This is an optimization exercise on Yosys and OpenROAD, whose aim is small area and a short achievable clock period, not a production implementation. Only simulation tests tie the RTL to the original design; equivalence was not proved. No activity file was given, so power comes from the tool's default toggle rates.

==> inputs of run H <==
// conv_top
module conv_top (
	input  logic    clk,
	input  logic    rst_n,
	input  logic    filter_valid,
	input  logic    image_valid,
	input  conv_pkg::sample_t in_data,
	output logic    out_valid,
	output conv_pkg::result_t out_data
);
	localparam int COL_LAT = 3;
	localparam int ROW_LAT = 2;
	logic [conv_pkg::TAPS-1:0][1:0] bt_one, bt_two, bt_neg;
	conv_pkg::sample_t [conv_pkg::TAPS-1:0] col_taps;
	logic       res_flag;
	conv_pkg::sample_t [conv_pkg::TAPS-1:0] col_pix;
	conv_pkg::sample_t [conv_pkg::TAPS-1:0] col_pix_d;
	conv_pkg::col_sum_t cs;
	logic [COL_LAT+ROW_LAT-1:0] res_pipe;
	filter_tap_loader u_filter_tap_loader (
		.clk          (clk),
		.filter_valid (filter_valid),
		.in_data      (in_data),
		.bt_one       (bt_one),
		.bt_two       (bt_two),
		.bt_neg       (bt_neg),
		.col_taps     (col_taps)
	);
	row_result_store u_row_result_store (
		.clk         (clk),
		.rst_n       (rst_n),
		.image_valid (image_valid),
		.in_data     (in_data),
		.res_flag    (res_flag),
		.col_pix     (col_pix),
		.col_pix_d   (col_pix_d)
	);
	vertical_filter u_vertical_filter (
		.clk       (clk),
		.col_pix   (col_pix),
		.col_pix_d (col_pix_d),
		.col_taps  (col_taps),
		.cs        (cs)
  ...
==> flow/config.mk <==
export PLATFORM = sky130hd
export DESIGN_NAME = conv_top
export DESIGN_NICKNAME = conv_top
export VERILOG_FILES = /design/flow/design.v
export SDC_FILE = /design/flow/constraint.sdc
export NUM_CORES = 4
export LEC_CHECK = 0
export ABC_CLOCK_PERIOD_IN_PS = 2050
export CAP_MARGIN = 20
export CORE_MARGIN = 2
export CORE_UTILIZATION = 40
export CTS_BUF_LIST = sky130_fd_sc_hd__clkbuf_16
export CTS_CLUSTER_DIAMETER = 150
export CTS_CLUSTER_SIZE = 25
export SETUP_SLACK_MARGIN = 2.45
export SLEW_MARGIN = 20
export SYNTH_HIERARCHICAL = 1
==> flow/constraint.sdc <==
create_clock -name core_clock -period 4.5 [get_ports {clk}]
set_input_delay 0.9000 -clock core_clock [delete_from_list [all_inputs] [get_ports {clk}]]
set_output_delay 0.9000 -clock core_clock [all_outputs]
set_load 0.01 [all_outputs]
run.sh (not shown) runs the stock make flow with config.mk's settings and CLKGATE_MAP_FILE= SYNTH_SCRIPT=/design/flow/synth_recipe.tcl, a recipe that flattens the netlist after the stock synthesis.
==> inputs of run Y, as changes to run H <==
- CTS_CLUSTER_SIZE: 25 -> 20
==> results.txt <==
quantity                                                                                            run Y                        run H
Number of instances resized during post-cts repair                                                     31                           39
Maximum VDD drop                                                                               0.000347 V                   0.000329 V
Number of design-rule violations left by the first detailed-router iteration                          532                          597
Sw Share                                                                                            0.367                        0.368
Final Critical Period                                                                             2.05 ns                      2.01 ns
Met2 track demand over resource in global routing                                                   0.246                        0.242
Utilization of the core after routing                                                               0.453                        0.453
Outcome                                                                           complete, no violations      complete, no violations
Setup crit start                                                                u_row_result_store.dl[61]    u_row_result_store.dl[93]
Worst-Skew Late Latency                                                                           0.53 ns                      0.54 ns
Launch instance of the worst register-to-register path                          u_row_result_store.dl[61]    u_row_result_store.dl[93]
Leak pwr                                                                                          6.89 nW                      6.89 nW
Vias in the first global route                                                                      8,785                        8,764
Min setup slack post-route                                                                        2.45 ns                      2.49 ns
Layout cells sized above 1                                                                          0.140                        0.148
Met1 track utilization from global routing                                                          0.190                        0.187
CP arrival                                                                                        2.47 ns                      2.45 ns
Critical Path End                                                             u_vertical_filter.ct_s0[16]  u_vertical_filter.ct_s0[26]
Worst hold slack                                                                                 0.335 ns                     0.338 ns
Endpoint of the lowest-slack register-to-register path                        u_vertical_filter.ct_s0[16]  u_vertical_filter.ct_s0[26]
Fraction of area in multi-input gates                                                               0.368                        0.368
Vias per inst                                                                                        4.94                         4.92
Total Routing Usage GR                                                                              0.140                        0.139
Worst Path Required                                                                               4.92 ns                      4.94 ns
Largest clock skew in the final design                                                          0.0169 ns                    0.0253 ns
Register-to-register path setup slack                                                             2.45 ns                      2.49 ns
Post-route cell area                                                                           0.0185 mm²                   0.0185 mm²

---

==> run G <==
Starting RTL as in the previous note.
make LEC_CHECK=0 ABC_CLOCK_PERIOD_IN_PS=1700 CAP_MARGIN=20 CORE_MARGIN=2 CORE_UTILIZATION=40 CTS_BUF_LIST=sky130_fd_sc_hd__clkbuf_16 CTS_CLUSTER_DIAMETER=150 CTS_CLUSTER_SIZE=25 SETUP_SLACK_MARGIN=2.45 SLEW_MARGIN=20 SYNTH_HIERARCHICAL=1 finish   # period 4.5 ns
==> run K: changes against run G <==
Settings changed: ABC_CLOCK_PERIOD_IN_PS 1700 to 2050, GPL_TIMING_DRIVEN set to 0.
==> run P: changes against run G <==
--- a/flow/design.v
+++ b/flow/design.v
@@ -57,14 +57,35 @@
 module csa_xn (
 	input  logic a,
 	input  logic b,
 	output logic y
 );
 	assign y = ~(a ^ b);
 endmodule
+module csa_bpp (
+	input  logic x1,
+	input  logic x0,
+	input  logic one,
+	input  logic two,
+	input  logic neg,
+	output logic y
+);
+	logic s;
+	csa_bsel u_sel (.x1(x1), .x0(x0), .one(one), .two(two), .s(s));
+	assign y = s ^ neg;
+endmodule
+module csa_bsel (
+	input  logic x1,
+	input  logic x0,
+	input  logic one,
+	input  logic two,
+	output logic s
+);
+	assign s = ~((one & x1) | (two & x0));
+endmodule
 `timescale 1ns/10ps
 module filter_tap_loader (
 	input  logic    clk,
 	input  logic    filter_valid,
 	input  conv_pkg::sample_t in_data,
 	output logic [conv_pkg::TAPS-1:0][1:0] bt_one,
 	output logic [conv_pkg::TAPS-1:0][1:0] bt_two,
@@ -116,14 +137,22 @@
 			win[k] <= win[k+1];
 		end
 		win[conv_pkg::TAPS-2] <= cs;
 	end
 	always_comb begin
 		win[conv_pkg::TAPS-1] = cs;
 	end
+	localparam int WIN_EXTRA = 0;
+	conv_pkg::col_sum_t win_old [WIN_EXTRA > 0 ? WIN_EXTRA : 1];
+	always_ff @(posedge clk) begin
+		win_old[0] <= win[0];
+		for (int e = 1; e < WIN_EXTRA; e++) begin
+			win_old[e] <= win_old[e-1];
+		end
+	end
 	logic rt_n0;
 	logic rt_n1;
 	logic rt_n2;
 	logic rt_n3;
 	logic rt_n4;
 	logic rt_n5;
 	logic rt_n6;
Settings changed: ABC_CLOCK_PERIOD_IN_PS 1700 to 2100, SETUP_SLACK_MARGIN 2.45 to 2.4.
==> summary.txt <==
Layout
  – Final core utilization: 45.3%
  – Reg area: 9420 µm²

Power and ir drop
  – Clock power share: 13.1%
  – P_comb: 6.64 mW
  – PD cells: 762 nW/µm²
  – Pwr Total: 14.1 mW

Worst setup path
  – CP most frequent cell: fa_2
  – Critical Path AT: 2450 ps
  – CP required: 4940 ps
  – Critical path launch point: u_row_result_store.dl[93]$_DFFE_PP_

Routing
  – DRT Wirelength: 29,800 µm
  – Wl on met1: 13,400 µm

GRT
  – Vias in the first global route: 8,764

Run status
  – Status: timing/DRC/antenna clean
# the run above: run G

==> summary.txt <==
Layout
  – Reg area: 9410 µm²
  – Final core utilization: 45.6%

Power and ir drop
  – PD cells: 771 nW/µm²
  – Pwr Total: 14.3 mW
  – Clock power share: 12.9%

Routing
  – Wl on met1: 13,100 µm
  – DRT Wirelength: 29,000 µm

GRT
  – Vias in the first global route: 8,903

Worst setup path
  – CP required: 4950 ps

Run status
  – Status: timing/DRC/antenna clean
# the run above: run K

==> summary.txt <==
GRT
  – Vias in the first global route: 8,778

Worst setup path
  – CP required: 4960 ps
  – Critical Path AT: 2510 ps
  – CP most frequent cell: xor2_1
  – Critical path launch point: u_filter_tap_loader.sr[7]$_DFFE_PP_

Layout
  – Reg area: 9410 µm²
  – Final core utilization: 44.2%

Timing
  – Max-Slew Margin vs Limit: 44.3%

Run status
  – Status: timing/DRC/antenna clean

Power and ir drop
  – Clock power share: 13.3%
  – P_comb: 6.47 mW
  – Pwr Total: 13.9 mW
  – PD cells: 773 nW/µm²

Routing
  – DRT Wirelength: 29,700 µm
  – Wl on met1: 13,200 µm
# the run above: run P

-- static timing again, ports no longer ideal --
How much do the figures lean on ideal ports? The routed layouts below were timed once more, with nothing changed but the port constraints. Step 1 (the two cells are an assumption about what drives the block):
set clk [get_ports {clk}]
set_driving_cell -lib_cell sky130_fd_sc_hd__clkbuf_16 $clk
set_driving_cell -lib_cell sky130_fd_sc_hd__buf_2 [delete_from_list [all_inputs] $clk]
Step 2 times the ports against the registers' clock, not the clock port: input delays grow and output delays shrink by t, the midpoint of the rising clock arrivals with the driver on. Three values: ideal, step 1, step 2; two values: the first two.
run | t, ns | setup slack, ns | latest minus earliest clock arrival (ns)
run H | 0.579 | 2.487 / 2.441 / 2.110 | 0.028 / 0.027
run Y | 0.572 | 2.451 / 2.445 / 2.107 | 0.020 / 0.020
run G | 0.579 | 2.487 / 2.441 / 2.110 | 0.028 / 0.027
run K | 0.581 | 2.481 / 2.441 / 2.259 | 0.031 / 0.031
run P | 0.575 | 2.448 / 2.420 / 2.169 | 0.040 / 0.041
After both steps setup and hold are still met in every run listed.
